Background: an optimization exercise with open tools, aiming at small area, a short achievable clock period and few clock cycles per item. Do not read the settings as production practice.
At most, simulation tests tie the RTL to the original design; equivalence was not proved.
No activity file was given, so power comes from the tool's default toggle rates.

==> run a <==
// centered_moving_average_unit
module centered_moving_average_unit #(
  parameter int MAX_HALF_WIDTH = CMA_MAX_HALF_WIDTH,
  parameter int SAMPLE_BITS    = CMA_SAMPLE_BITS
) (
  input  logic               clk,
  input  logic               rst,
  input  logic               cfg_wr_en,
  input  logic [CFG_W-1:0]   cfg_wr_data,    
  input  logic               s_axis_tvalid,
  output logic               s_axis_tready,
  input  logic [TDATA_W-1:0] s_axis_tdata,   
  input  logic               s_axis_tlast,   
  output logic               m_axis_tvalid,
  input  logic               m_axis_tready,
  output logic [TDATA_W-1:0] m_axis_tdata,   
  output logic               m_axis_tlast,   
  output logic               m_axis_tuser    
);
  localparam int SIDE_W = TAG_W + 2;
  localparam int RES_W  = VALUE_W + SIDE_W;
  logic [4:0]         h;
  logic               clr;
  logic               in_valid;
  logic [VALUE_W-1:0] in_x;
  logic [TAG_W-1:0]   in_tag;
  logic               in_last;
  logic               acc;
  logic               en;
  logic               skid_valid;
  logic               skid_valid_nx;
  logic               ptr;
  logic [1:0]         s_busy, s_ended, s_emit, s_user, s_ended_nx, s_done, s_part;
  logic               h0;
  logic [ACC_W-1:0]   s_cs  [0:1];
  logic [ACC_W-1:0]   s_cc  [0:1];
  logic [CNT_W-1:0]   s_n   [0:1];
  logic               cur_busy, cur_ended, oth_busy;
  logic               take_sample;
  logic               step;
  logic               tail;
  logic [5:0]         cur_t;
  logic [5:0]         s_t [0:1];
  ...
clock: 5.5 ns
lec_check: 0
abc_clock_period_in_ps: 2500
cap_margin: 20
core_margin: 2
core_utilization: 40
setup_slack_margin: 2.9
slew_margin: 20
tns_end_percent: 10
run.sh (not shown) runs the stock make flow with config.mk's settings and CLKGATE_MAP_FILE= SYNTH_SCRIPT=/design/flow/synth_recipe.tcl, a recipe that flattens the netlist after the stock synthesis.
==> run b (differences from run a) <==
--- a/flow/design.v
+++ b/flow/design.v
@@ -6,55 +6,103 @@
   localparam int MONTH_W = 4;
   localparam int TAG_W   = YEAR_W + MONTH_W;
   localparam int CFG_W   = 5;
   localparam int TDATA_W = 48;
   localparam int CNT_W   = 6;                  
   localparam int ACC_W   = VALUE_W + CNT_W;    
 endpackage
-module cma_dline #(
+module cma_vline #(
   parameter int W     = 24,
   parameter int NSEG  = 5,
-  parameter int LBASE = 1
+  parameter int LBASE = 2
 ) (
   input  logic            clk,
   input  logic            step,
   input  logic            tail,
-  input  logic [5:0]      tpos,
   input  logic [NSEG-1:0] sel,
   input  logic [W-1:0]    din,
   output logic [W-1:0]    dout
 );
   logic [W-1:0] chain [0:NSEG];
   assign chain[0] = din;
   for (genvar j = 0; j < NSEG; j++) begin : g_seg
     localparam int L = LBASE << j;
     logic [7:0] start;
-    logic [7:0] hold;
+    logic [7:0] first;
+    logic [5:0] hold;
     logic [W-1:0] qv [0:L-1];
     if (j == 0) begin : g_s0
       assign start = '0;
     end else begin : g_sj
       assign start = 8'(LBASE) * 8'(sel[j-1:0]);
     end
-    assign hold = {2'b00, tpos} - start;
+    assign first = 8'(sel) - start;
+    always_ff @(posedge clk) begin
+      hold <= first[7] ? '0 : first[5:0];
+    end
     for (genvar k = 0; k < L; k++) begin : g_st
       logic         sh;
       logic [W-1:0] q;
-      assign sh = step || (tail && (hold[7] || (hold <= 8'(k))));
+      assign sh = step || (tail && (hold <= 6'(k)));
       always_ff @(posedge clk) begin
         if (sh) q <= (k == 0) ? chain[j] : qv[(k == 0) ? 0 : k-1];
       end
       assign qv[k] = q;
     end
     assign chain[j+1] = sel[j] ? qv[L-1] : chain[j];
   end
   always_ff @(posedge clk) begin
     if (step || tail) dout <= chain[NSEG];
   end
 endmodule
+module cma_tline #(
+  parameter int W     = 18,
+  parameter int NSEG  = 5,
+  parameter int LBASE = 1
+) (
+  input  logic            clk,
+  input  logic            step,
+  input  logic            tail,
+  input  logic            clr,
+  input  logic            mark,
+  input  logic [NSEG-1:0] sel,
+  input  logic [W-1:0]    din,
+  output logic [W-1:0]    dout
+);
+  logic [W-1:0] chain [0:NSEG];
+  logic         mchain [0:NSEG];
+  assign chain[0]  = din;
+  assign mchain[0] = mark;
+  for (genvar j = 0; j < NSEG; j++) begin : g_seg
+    localparam int L = LBASE << j;
+    logic [W-1:0] qv [0:L-1];
+    logic         mv [0:L-1];
+    for (genvar k = 0; k < L; k++) begin : g_st
+      logic         q_m;
+      logic [W-1:0] q;
+      always_ff @(posedge clk) begin
+        if (step || (tail && !q_m)) q <= (k == 0) ? chain[j] : qv[(k == 0) ? 0 : k-1];
+      end
+      always_ff @(posedge clk) begin
+        if (clr) begin
+          q_m <= 1'b0;
+        end else if (step) begin
+          q_m <= (k == 0) ? mchain[j] : mv[(k == 0) ? 0 : k-1];
+        end
+      end
+      assign qv[k] = q;
+      assign mv[k] = q_m;
+    end
+    assign chain[j+1]  = sel[j] ? qv[L-1] : chain[j];
+    assign mchain[j+1] = sel[j] ? mv[L-1] : mchain[j];
+  end
+  always_ff @(posedge clk) begin
+    if (step || tail) dout <= chain[NSEG];
+  end
+endmodule
 module cma_kadd #(
   parameter int W = 30
 ) (
   input  logic [W-1:0] a,
   input  logic [W-1:0] b,
   input  logic         ci,
   output logic [W-1:0] s
@@ -90,20 +138,22 @@
   input  logic [4:0]         h,
   input  logic               h0,          
   output logic               busy,
   output logic               ended,
   output logic               emit,        
   output logic               user,        
   output logic               ended_nx,    
+  output logic               busy_q,      
+  output logic               ended_q,     
   output logic               done,        
   output logic [ACC_W-1:0]   cs_s,
   output logic [ACC_W-1:0]   cs_c,
-  output logic [CNT_W-1:0]   n,
-  output logic [5:0]         t
+  output logic [CNT_W-1:0]   n
 );
+  logic [5:0]       t;
   logic [4:0]       f;
   logic             short_q;
   logic             pv;        
   logic             ge2h;      
   logic             em;        
   logic             fdone;     
   logic [CNT_W-1:0] n0;
@@ -134,14 +184,16 @@
                    (c1[ACC_W-2:0] & opb[ACC_W-2:0]), up};
   assign f1     = ended ? f + 5'd1 : 5'd0;
   assign t1     = {1'b0, t} + 7'd1;
   assign done   = part && (ended ? fdone : (tlast && h0));
   assign emit   = part && em;
   assign user   = done && (ended ? short_q : !ge2h);
   assign ended_nx = part ? ((ended || tlast) && !done) : ended;
+  assign busy_q   = !(rst || cfg) && (part ? !done : busy);
+  assign ended_q  = !(rst || cfg) && ended_nx;
   always_ff @(posedge clk) begin
     if (rst || cfg) begin
       busy  <= 1'b0;
       ended <= 1'b0;
       t     <= '0;
       f     <= '0;
       pv    <= 1'b0;
@@ -338,24 +390,24 @@
   logic               skid_valid_nx;
   logic               ptr;
   logic [1:0]         s_busy, s_ended, s_emit, s_user, s_ended_nx, s_done, s_part;
   logic               h0;
   logic [ACC_W-1:0]   s_cs  [0:1];
   logic [ACC_W-1:0]   s_cc  [0:1];
   logic [CNT_W-1:0]   s_n   [0:1];
-  logic               cur_busy, cur_ended, oth_busy;
-  logic               take_sample;
+  logic               f_a, f_t, f_b;
+  logic               f_a_nx, f_t_nx, in_valid_nx;
+  logic               step_r, tail_r;
+  logic               cb_nx, ce_nx, ob_nx;
+  logic [1:0]         s_busy_q, s_ended_q;
   logic               step;
   logic               tail;
-  logic [5:0]         cur_t;
-  logic [5:0]         s_t [0:1];
   logic               consume;
   logic               flip;
   logic               ptr_nx;
-  logic               cur_ended_nx;
   logic [VALUE_W-1:0] popv;
   logic [TAG_W-1:0]   ctag;
   logic               e_valid;
   logic               e_slot;
   logic               e_last;
   logic               e_user;
   localparam int LO_W = ACC_W / 2;
@@ -383,55 +435,69 @@
   assign clr = rst || cfg_wr_en;
   assign en  = !skid_valid;
   assign acc = s_axis_tvalid && s_axis_tready && !rst;
   always_ff @(posedge clk) begin
     if (rst) begin
       in_valid <= 1'b0;
     end else begin
-      in_valid <= (in_valid && !consume && !cfg_wr_en) || acc;
+      in_valid <= in_valid_nx;
     end
   end
   always_ff @(posedge clk) begin
     if (s_axis_tready) begin
       in_x    <= s_axis_tdata[VALUE_W-1:0];
       in_tag  <= s_axis_tdata[VALUE_W +: TAG_W];
       in_last <= s_axis_tlast;
     end
   end
   always_ff @(posedge clk) begin
     if (rst) begin
       s_axis_tready <= 1'b1;
     end else begin
-      s_axis_tready <= !((in_valid && !consume && !cfg_wr_en) || acc) || (!skid_valid_nx && !cur_ended_nx);
+      s_axis_tready <= !((in_valid && !consume && !cfg_wr_en) || acc) || (!skid_valid_nx && !ce_nx);
     end
   end
   always_ff @(posedge clk) begin
     if (rst) begin
       h  <= '0;
       h0 <= 1'b1;
     end else if (cfg_wr_en) begin
       h  <= cfg_wr_data;
       h0 <= (cfg_wr_data == '0);
     end
   end
-  assign cur_busy    = ptr ? s_busy[1] : s_busy[0];
-  assign cur_ended   = ptr ? s_ended[1] : s_ended[0];
-  assign oth_busy    = ptr ? s_busy[0] : s_busy[1];
-  assign take_sample = in_valid && !cur_ended;
-  assign step        = en && (in_valid || cur_ended || (!cur_busy && oth_busy));
-  assign consume     = step && take_sample;
-  assign s_part[0] = en && (!ptr ? (in_valid || (s_busy[0] && s_ended[0])) : s_busy[0]);
-  assign s_part[1] = en && ( ptr ? (in_valid || (s_busy[1] && s_ended[1])) : s_busy[1]);
-  assign tail = en && oth_busy && cur_busy && !cur_ended && !in_valid;
-  assign cur_t = ptr ? s_t[1] : s_t[0];
+  assign step    = en && (in_valid || f_a);
+  assign consume = en && in_valid && !f_b;
+  assign s_part[0] = en && (ptr ? s_busy[0] : (in_valid || f_b));
+  assign s_part[1] = en && (ptr ? (in_valid || f_b) : s_busy[1]);
+  assign tail = en && !in_valid && f_t;
   assign flip = ptr ? (s_ended_nx[1] && (!s_busy[0] || s_done[0]))
                     : (s_ended_nx[0] && (!s_busy[1] || s_done[1]));
-  assign ptr_nx = (step || tail) ? (ptr ^ flip) : ptr;
-  assign cur_ended_nx = (step || tail) ? (ptr_nx ? s_ended_nx[1] : s_ended_nx[0])
-                             : (ptr ? s_ended[1] : s_ended[0]);
+  assign ptr_nx = clr ? 1'b0 : (step || tail) ? (ptr ^ flip) : ptr;
+  assign cb_nx  = ptr_nx ? s_busy_q[1] : s_busy_q[0];
+  assign ce_nx  = ptr_nx ? s_ended_q[1] : s_ended_q[0];
+  assign ob_nx  = ptr_nx ? s_busy_q[0] : s_busy_q[1];
+  assign in_valid_nx = (in_valid && !consume && !cfg_wr_en) || acc;
+  assign f_a_nx      = ce_nx || (!cb_nx && ob_nx);
+  assign f_t_nx      = ob_nx && cb_nx && !ce_nx;
+  always_ff @(posedge clk) begin
+    if (rst) begin
+      f_a    <= 1'b0;
+      f_t    <= 1'b0;
+      f_b    <= 1'b0;
+      step_r <= 1'b0;
+      tail_r <= 1'b0;
+    end else begin
+      f_a    <= f_a_nx;
+      f_t    <= f_t_nx;
+      f_b    <= cb_nx && ce_nx;
+      step_r <= !skid_valid_nx && (in_valid_nx || f_a_nx);
+      tail_r <= !skid_valid_nx && !in_valid_nx && f_t_nx;
+    end
+  end
   always_ff @(posedge clk) begin
     if (clr) begin
       ptr <= 1'b0;
     end else begin
       ptr <= ptr_nx;
     end
   end
@@ -448,35 +514,36 @@
       .h        (h),
       .h0       (h0),
       .busy     (s_busy[i]),
       .ended    (s_ended[i]),
       .emit     (s_emit[i]),
       .user     (s_user[i]),
       .ended_nx (s_ended_nx[i]),
+      .busy_q   (s_busy_q[i]),
+      .ended_q  (s_ended_q[i]),
       .done     (s_done[i]),
       .cs_s     (s_cs[i]),
       .cs_c     (s_cc[i]),
-      .n        (s_n[i]),
-      .t        (s_t[i])
+      .n        (s_n[i])
     );
   end
-  cma_dline #(.W(VALUE_W), .NSEG(5), .LBASE(2)) u_vline (
+  cma_vline #(.W(VALUE_W), .NSEG(5), .LBASE(2)) u_vline (
     .clk  (clk),
-    .step (step),
-    .tail (tail),
-    .tpos (cur_t),
+    .step (step_r),
+    .tail (tail_r),
     .sel  (h),
     .din  (in_x),
     .dout (popv)
   );
-  cma_dline #(.W(TAG_W), .NSEG(5), .LBASE(1)) u_tline (
+  cma_tline #(.W(TAG_W), .NSEG(5), .LBASE(1)) u_tline (
     .clk  (clk),
-    .step (step),
-    .tail (tail),
-    .tpos (cur_t),
+    .step (step_r),
+    .tail (tail_r),
+    .clr  (clr || ((step || tail) && flip)),
+    .mark (consume),
     .sel  (h),
     .din  (in_tag),
     .dout (ctag)
   );
   always_ff @(posedge clk) begin
     if (rst) begin
       e_valid <= 1'b0;
--- a/flow/config.mk
+++ b/flow/config.mk
@@ -5,10 +5,13 @@
 export SDC_FILE = /design/flow/constraint.sdc
 export NUM_CORES = 4
 export LEC_CHECK = 0
 export ABC_CLOCK_PERIOD_IN_PS = 2500
 export CAP_MARGIN = 20
 export CORE_MARGIN = 2
 export CORE_UTILIZATION = 40
+export CTS_BUF_LIST = sky130_fd_sc_hd__clkbuf_8 sky130_fd_sc_hd__clkbuf_16
+export CTS_CLUSTER_DIAMETER = 60
+export CTS_CLUSTER_SIZE = 30
 export SETUP_SLACK_MARGIN = 2.9
 export SLEW_MARGIN = 20
 export TNS_END_PERCENT = 10
==> run c (differences from run a) <==
--- a/flow/design.v
+++ b/flow/design.v
@@ -6,55 +6,103 @@
   localparam int MONTH_W = 4;
   localparam int TAG_W   = YEAR_W + MONTH_W;
   localparam int CFG_W   = 5;
   localparam int TDATA_W = 48;
   localparam int CNT_W   = 6;                  
   localparam int ACC_W   = VALUE_W + CNT_W;    
 endpackage
-module cma_dline #(
+module cma_vline #(
   parameter int W     = 24,
   parameter int NSEG  = 5,
-  parameter int LBASE = 1
+  parameter int LBASE = 2
 ) (
   input  logic            clk,
   input  logic            step,
   input  logic            tail,
-  input  logic [5:0]      tpos,
   input  logic [NSEG-1:0] sel,
   input  logic [W-1:0]    din,
   output logic [W-1:0]    dout
 );
   logic [W-1:0] chain [0:NSEG];
   assign chain[0] = din;
   for (genvar j = 0; j < NSEG; j++) begin : g_seg
     localparam int L = LBASE << j;
     logic [7:0] start;
-    logic [7:0] hold;
+    logic [7:0] first;
+    logic [5:0] hold;
     logic [W-1:0] qv [0:L-1];
     if (j == 0) begin : g_s0
       assign start = '0;
     end else begin : g_sj
       assign start = 8'(LBASE) * 8'(sel[j-1:0]);
     end
-    assign hold = {2'b00, tpos} - start;
+    assign first = 8'(sel) - start;
+    always_ff @(posedge clk) begin
+      hold <= first[7] ? '0 : first[5:0];
+    end
     for (genvar k = 0; k < L; k++) begin : g_st
       logic         sh;
       logic [W-1:0] q;
-      assign sh = step || (tail && (hold[7] || (hold <= 8'(k))));
+      assign sh = step || (tail && (hold <= 6'(k)));
       always_ff @(posedge clk) begin
         if (sh) q <= (k == 0) ? chain[j] : qv[(k == 0) ? 0 : k-1];
       end
       assign qv[k] = q;
     end
     assign chain[j+1] = sel[j] ? qv[L-1] : chain[j];
   end
   always_ff @(posedge clk) begin
     if (step || tail) dout <= chain[NSEG];
   end
 endmodule
+module cma_tline #(
+  parameter int W     = 18,
+  parameter int NSEG  = 5,
+  parameter int LBASE = 1
+) (
+  input  logic            clk,
+  input  logic            step,
+  input  logic            tail,
+  input  logic            clr,
+  input  logic            mark,
+  input  logic [NSEG-1:0] sel,
+  input  logic [W-1:0]    din,
+  output logic [W-1:0]    dout
+);
+  logic [W-1:0] chain [0:NSEG];
+  logic         mchain [0:NSEG];
+  assign chain[0]  = din;
+  assign mchain[0] = mark;
+  for (genvar j = 0; j < NSEG; j++) begin : g_seg
+    localparam int L = LBASE << j;
+    logic [W-1:0] qv [0:L-1];
+    logic         mv [0:L-1];
+    for (genvar k = 0; k < L; k++) begin : g_st
+      logic         q_m;
+      logic [W-1:0] q;
+      always_ff @(posedge clk) begin
+        if (step || (tail && !q_m)) q <= (k == 0) ? chain[j] : qv[(k == 0) ? 0 : k-1];
+      end
+      always_ff @(posedge clk) begin
+        if (clr) begin
+          q_m <= 1'b0;
+        end else if (step) begin
+          q_m <= (k == 0) ? mchain[j] : mv[(k == 0) ? 0 : k-1];
+        end
+      end
+      assign qv[k] = q;
+      assign mv[k] = q_m;
+    end
+    assign chain[j+1]  = sel[j] ? qv[L-1] : chain[j];
+    assign mchain[j+1] = sel[j] ? mv[L-1] : mchain[j];
+  end
+  always_ff @(posedge clk) begin
+    if (step || tail) dout <= chain[NSEG];
+  end
+endmodule
 module cma_kadd #(
   parameter int W = 30
 ) (
   input  logic [W-1:0] a,
   input  logic [W-1:0] b,
   input  logic         ci,
   output logic [W-1:0] s
@@ -90,20 +138,22 @@
   input  logic [4:0]         h,
   input  logic               h0,          
   output logic               busy,
   output logic               ended,
   output logic               emit,        
   output logic               user,        
   output logic               ended_nx,    
+  output logic               busy_q,      
+  output logic               ended_q,     
   output logic               done,        
   output logic [ACC_W-1:0]   cs_s,
   output logic [ACC_W-1:0]   cs_c,
-  output logic [CNT_W-1:0]   n,
-  output logic [5:0]         t
+  output logic [CNT_W-1:0]   n
 );
+  logic [5:0]       t;
   logic [4:0]       f;
   logic             short_q;
   logic             pv;        
   logic             ge2h;      
   logic             em;        
   logic             fdone;     
   logic [CNT_W-1:0] n0;
@@ -134,14 +184,16 @@
                    (c1[ACC_W-2:0] & opb[ACC_W-2:0]), up};
   assign f1     = ended ? f + 5'd1 : 5'd0;
   assign t1     = {1'b0, t} + 7'd1;
   assign done   = part && (ended ? fdone : (tlast && h0));
   assign emit   = part && em;
   assign user   = done && (ended ? short_q : !ge2h);
   assign ended_nx = part ? ((ended || tlast) && !done) : ended;
+  assign busy_q   = !(rst || cfg) && (part ? !done : busy);
+  assign ended_q  = !(rst || cfg) && ended_nx;
   always_ff @(posedge clk) begin
     if (rst || cfg) begin
       busy  <= 1'b0;
       ended <= 1'b0;
       t     <= '0;
       f     <= '0;
       pv    <= 1'b0;
@@ -338,24 +390,22 @@
   logic               skid_valid_nx;
   logic               ptr;
   logic [1:0]         s_busy, s_ended, s_emit, s_user, s_ended_nx, s_done, s_part;
   logic               h0;
   logic [ACC_W-1:0]   s_cs  [0:1];
   logic [ACC_W-1:0]   s_cc  [0:1];
   logic [CNT_W-1:0]   s_n   [0:1];
-  logic               cur_busy, cur_ended, oth_busy;
-  logic               take_sample;
+  logic               f_a, f_t, f_b;
+  logic               cb_nx, ce_nx, ob_nx;
+  logic [1:0]         s_busy_q, s_ended_q;
   logic               step;
   logic               tail;
-  logic [5:0]         cur_t;
-  logic [5:0]         s_t [0:1];
   logic               consume;
   logic               flip;
   logic               ptr_nx;
-  logic               cur_ended_nx;
   logic [VALUE_W-1:0] popv;
   logic [TAG_W-1:0]   ctag;
   logic               e_valid;
   logic               e_slot;
   logic               e_last;
   logic               e_user;
   localparam int LO_W = ACC_W / 2;
@@ -397,41 +447,48 @@
       in_last <= s_axis_tlast;
     end
   end
   always_ff @(posedge clk) begin
     if (rst) begin
       s_axis_tready <= 1'b1;
     end else begin
-      s_axis_tready <= !((in_valid && !consume && !cfg_wr_en) || acc) || (!skid_valid_nx && !cur_ended_nx);
+      s_axis_tready <= !((in_valid && !consume && !cfg_wr_en) || acc) || (!skid_valid_nx && !ce_nx);
     end
   end
   always_ff @(posedge clk) begin
     if (rst) begin
       h  <= '0;
       h0 <= 1'b1;
     end else if (cfg_wr_en) begin
       h  <= cfg_wr_data;
       h0 <= (cfg_wr_data == '0);
     end
   end
-  assign cur_busy    = ptr ? s_busy[1] : s_busy[0];
-  assign cur_ended   = ptr ? s_ended[1] : s_ended[0];
-  assign oth_busy    = ptr ? s_busy[0] : s_busy[1];
-  assign take_sample = in_valid && !cur_ended;
-  assign step        = en && (in_valid || cur_ended || (!cur_busy && oth_busy));
-  assign consume     = step && take_sample;
-  assign s_part[0] = en && (!ptr ? (in_valid || (s_busy[0] && s_ended[0])) : s_busy[0]);
-  assign s_part[1] = en && ( ptr ? (in_valid || (s_busy[1] && s_ended[1])) : s_busy[1]);
-  assign tail = en && oth_busy && cur_busy && !cur_ended && !in_valid;
-  assign cur_t = ptr ? s_t[1] : s_t[0];
+  assign step    = en && (in_valid || f_a);
+  assign consume = en && in_valid && !f_b;
+  assign s_part[0] = en && (ptr ? s_busy[0] : (in_valid || f_b));
+  assign s_part[1] = en && (ptr ? (in_valid || f_b) : s_busy[1]);
+  assign tail = en && !in_valid && f_t;
   assign flip = ptr ? (s_ended_nx[1] && (!s_busy[0] || s_done[0]))
                     : (s_ended_nx[0] && (!s_busy[1] || s_done[1]));
-  assign ptr_nx = (step || tail) ? (ptr ^ flip) : ptr;
-  assign cur_ended_nx = (step || tail) ? (ptr_nx ? s_ended_nx[1] : s_ended_nx[0])
-                             : (ptr ? s_ended[1] : s_ended[0]);
+  assign ptr_nx = clr ? 1'b0 : (step || tail) ? (ptr ^ flip) : ptr;
+  assign cb_nx  = ptr_nx ? s_busy_q[1] : s_busy_q[0];
+  assign ce_nx  = ptr_nx ? s_ended_q[1] : s_ended_q[0];
+  assign ob_nx  = ptr_nx ? s_busy_q[0] : s_busy_q[1];
+  always_ff @(posedge clk) begin
+    if (rst) begin
+      f_a <= 1'b0;
+      f_t <= 1'b0;
+      f_b <= 1'b0;
+    end else begin
+      f_a <= ce_nx || (!cb_nx && ob_nx);
+      f_t <= ob_nx && cb_nx && !ce_nx;
+      f_b <= cb_nx && ce_nx;
+    end
+  end
   always_ff @(posedge clk) begin
     if (clr) begin
       ptr <= 1'b0;
     end else begin
       ptr <= ptr_nx;
     end
   end
@@ -448,35 +505,36 @@
       .h        (h),
       .h0       (h0),
       .busy     (s_busy[i]),
       .ended    (s_ended[i]),
       .emit     (s_emit[i]),
       .user     (s_user[i]),
       .ended_nx (s_ended_nx[i]),
+      .busy_q   (s_busy_q[i]),
+      .ended_q  (s_ended_q[i]),
       .done     (s_done[i]),
       .cs_s     (s_cs[i]),
       .cs_c     (s_cc[i]),
-      .n        (s_n[i]),
-      .t        (s_t[i])
+      .n        (s_n[i])
     );
   end
-  cma_dline #(.W(VALUE_W), .NSEG(5), .LBASE(2)) u_vline (
+  cma_vline #(.W(VALUE_W), .NSEG(5), .LBASE(2)) u_vline (
     .clk  (clk),
     .step (step),
     .tail (tail),
-    .tpos (cur_t),
     .sel  (h),
     .din  (in_x),
     .dout (popv)
   );
-  cma_dline #(.W(TAG_W), .NSEG(5), .LBASE(1)) u_tline (
+  cma_tline #(.W(TAG_W), .NSEG(5), .LBASE(1)) u_tline (
     .clk  (clk),
     .step (step),
     .tail (tail),
-    .tpos (cur_t),
+    .clr  (clr || ((step || tail) && flip)),
+    .mark (consume),
     .sel  (h),
     .din  (in_tag),
     .dout (ctag)
   );
   always_ff @(posedge clk) begin
     if (rst) begin
       e_valid <= 1'b0;
--- a/flow/config.mk
+++ b/flow/config.mk
@@ -5,10 +5,11 @@
 export SDC_FILE = /design/flow/constraint.sdc
 export NUM_CORES = 4
 export LEC_CHECK = 0
 export ABC_CLOCK_PERIOD_IN_PS = 2500
 export CAP_MARGIN = 20
 export CORE_MARGIN = 2
 export CORE_UTILIZATION = 40
-export SETUP_SLACK_MARGIN = 2.9
+export CTS_BUF_LIST = sky130_fd_sc_hd__clkbuf_4 sky130_fd_sc_hd__clkbuf_8
+export SETUP_SLACK_MARGIN = 3.1
 export SLEW_MARGIN = 20
-export TNS_END_PERCENT = 10
+export TNS_END_PERCENT = 30
==> comparison <==
Power: run c > run a > run b.
Between run c and run b, the lower clock power is in run b (gap 31%, measured against run b).
Worst hold slack, highest first: run b, run c, run a.
The lowest cell area belongs to run b, the highest to run c.
Of run a and run c, run c has the higher combinational power (gap about 20%, measured against run c).
Area after synthesis, lowest first: run c, run a, run b.
==> figures <==
	run b	run a	run c
Outcome	no timing/DRC/antenna violations	no timing/DRC/antenna violations	no timing/DRC/antenna violations
First-pass GRT wire length	328400 microns	354300 microns	344400 microns
Vias in the first global route	54722	58337	59655
Post-synthesis area per instance	18.73 sq um	18.36 sq um	18.60 sq um
Worst hold margin	0.3820 ns	0.3168 ns	0.3578 ns
Pin count of the biggest net entering global routing	184	209	160
Compound-gate portion of the synthesized area	3.945%	4.603%	4.245%
Slew headroom	27.27%	30.72%	29.36%
Source of the worst hold timing path	u_vline.g_seg[2].g_st[5].q[3]	u_vline.g_seg[4].g_st[13].q[4]	u_div.g_st[2].sq[14]
Highest ir drop seen on vdd	0.0002867 V	0.0002756 V	0.0003214 V
Fraction of synthesized cell area in xor and xnor cells	1.427%	1.421%	1.340%
Gp weighted congestion	0.8142	0.8507	0.8473
Relative contribution of combinational cells to total power	14.6%	15.1%	18.4%
Multi-input gate count	2840	2999	2881
Testbench counts of run b, summed over its fixed seeds: cycles 15,462, items 13,361.
No functional check of the RTL was part of run a and run c.

static timing again, ports no longer ideal:
How much do the figures lean on ideal ports? The routed layouts below were timed once more, with nothing changed but the port constraints. Step 1 sets driving cells, clkbuf_16 on the clock port and buf_2 on the other inputs (assumed; they add their load-dependent delay and slew). Step 2, shift: input delay + t, output delay - t, t = (earliest + latest rising clock arrival at the registers) / 2. This alone moves slack from input paths to output paths. Slacks: no drivers / after step 1 / after step 2; pairs: no drivers / after step 1.
| run | t (ns) | setup slack, ns | clock arrival spread, ns | worst data-port slew with drivers (ns) |
|---|---|---|---|---|
| run a | 1.002 | 1.969 / 1.969 / 1.969 | 0.122 / 0.122 | 0.15 |
| run b | 0.944 | 2.867 / 2.777 / 2.017 | 0.103 / 0.103 | 0.08 |
| run c | 1.204 | 2.646 / 2.543 / 1.854 | 0.161 / 0.161 | 0.21 |
After both steps setup and hold are still met in every run listed. For run b, which loses most, drivers alone change the setup slack by -0.090 ns; drivers and shift together by -0.850 ns.
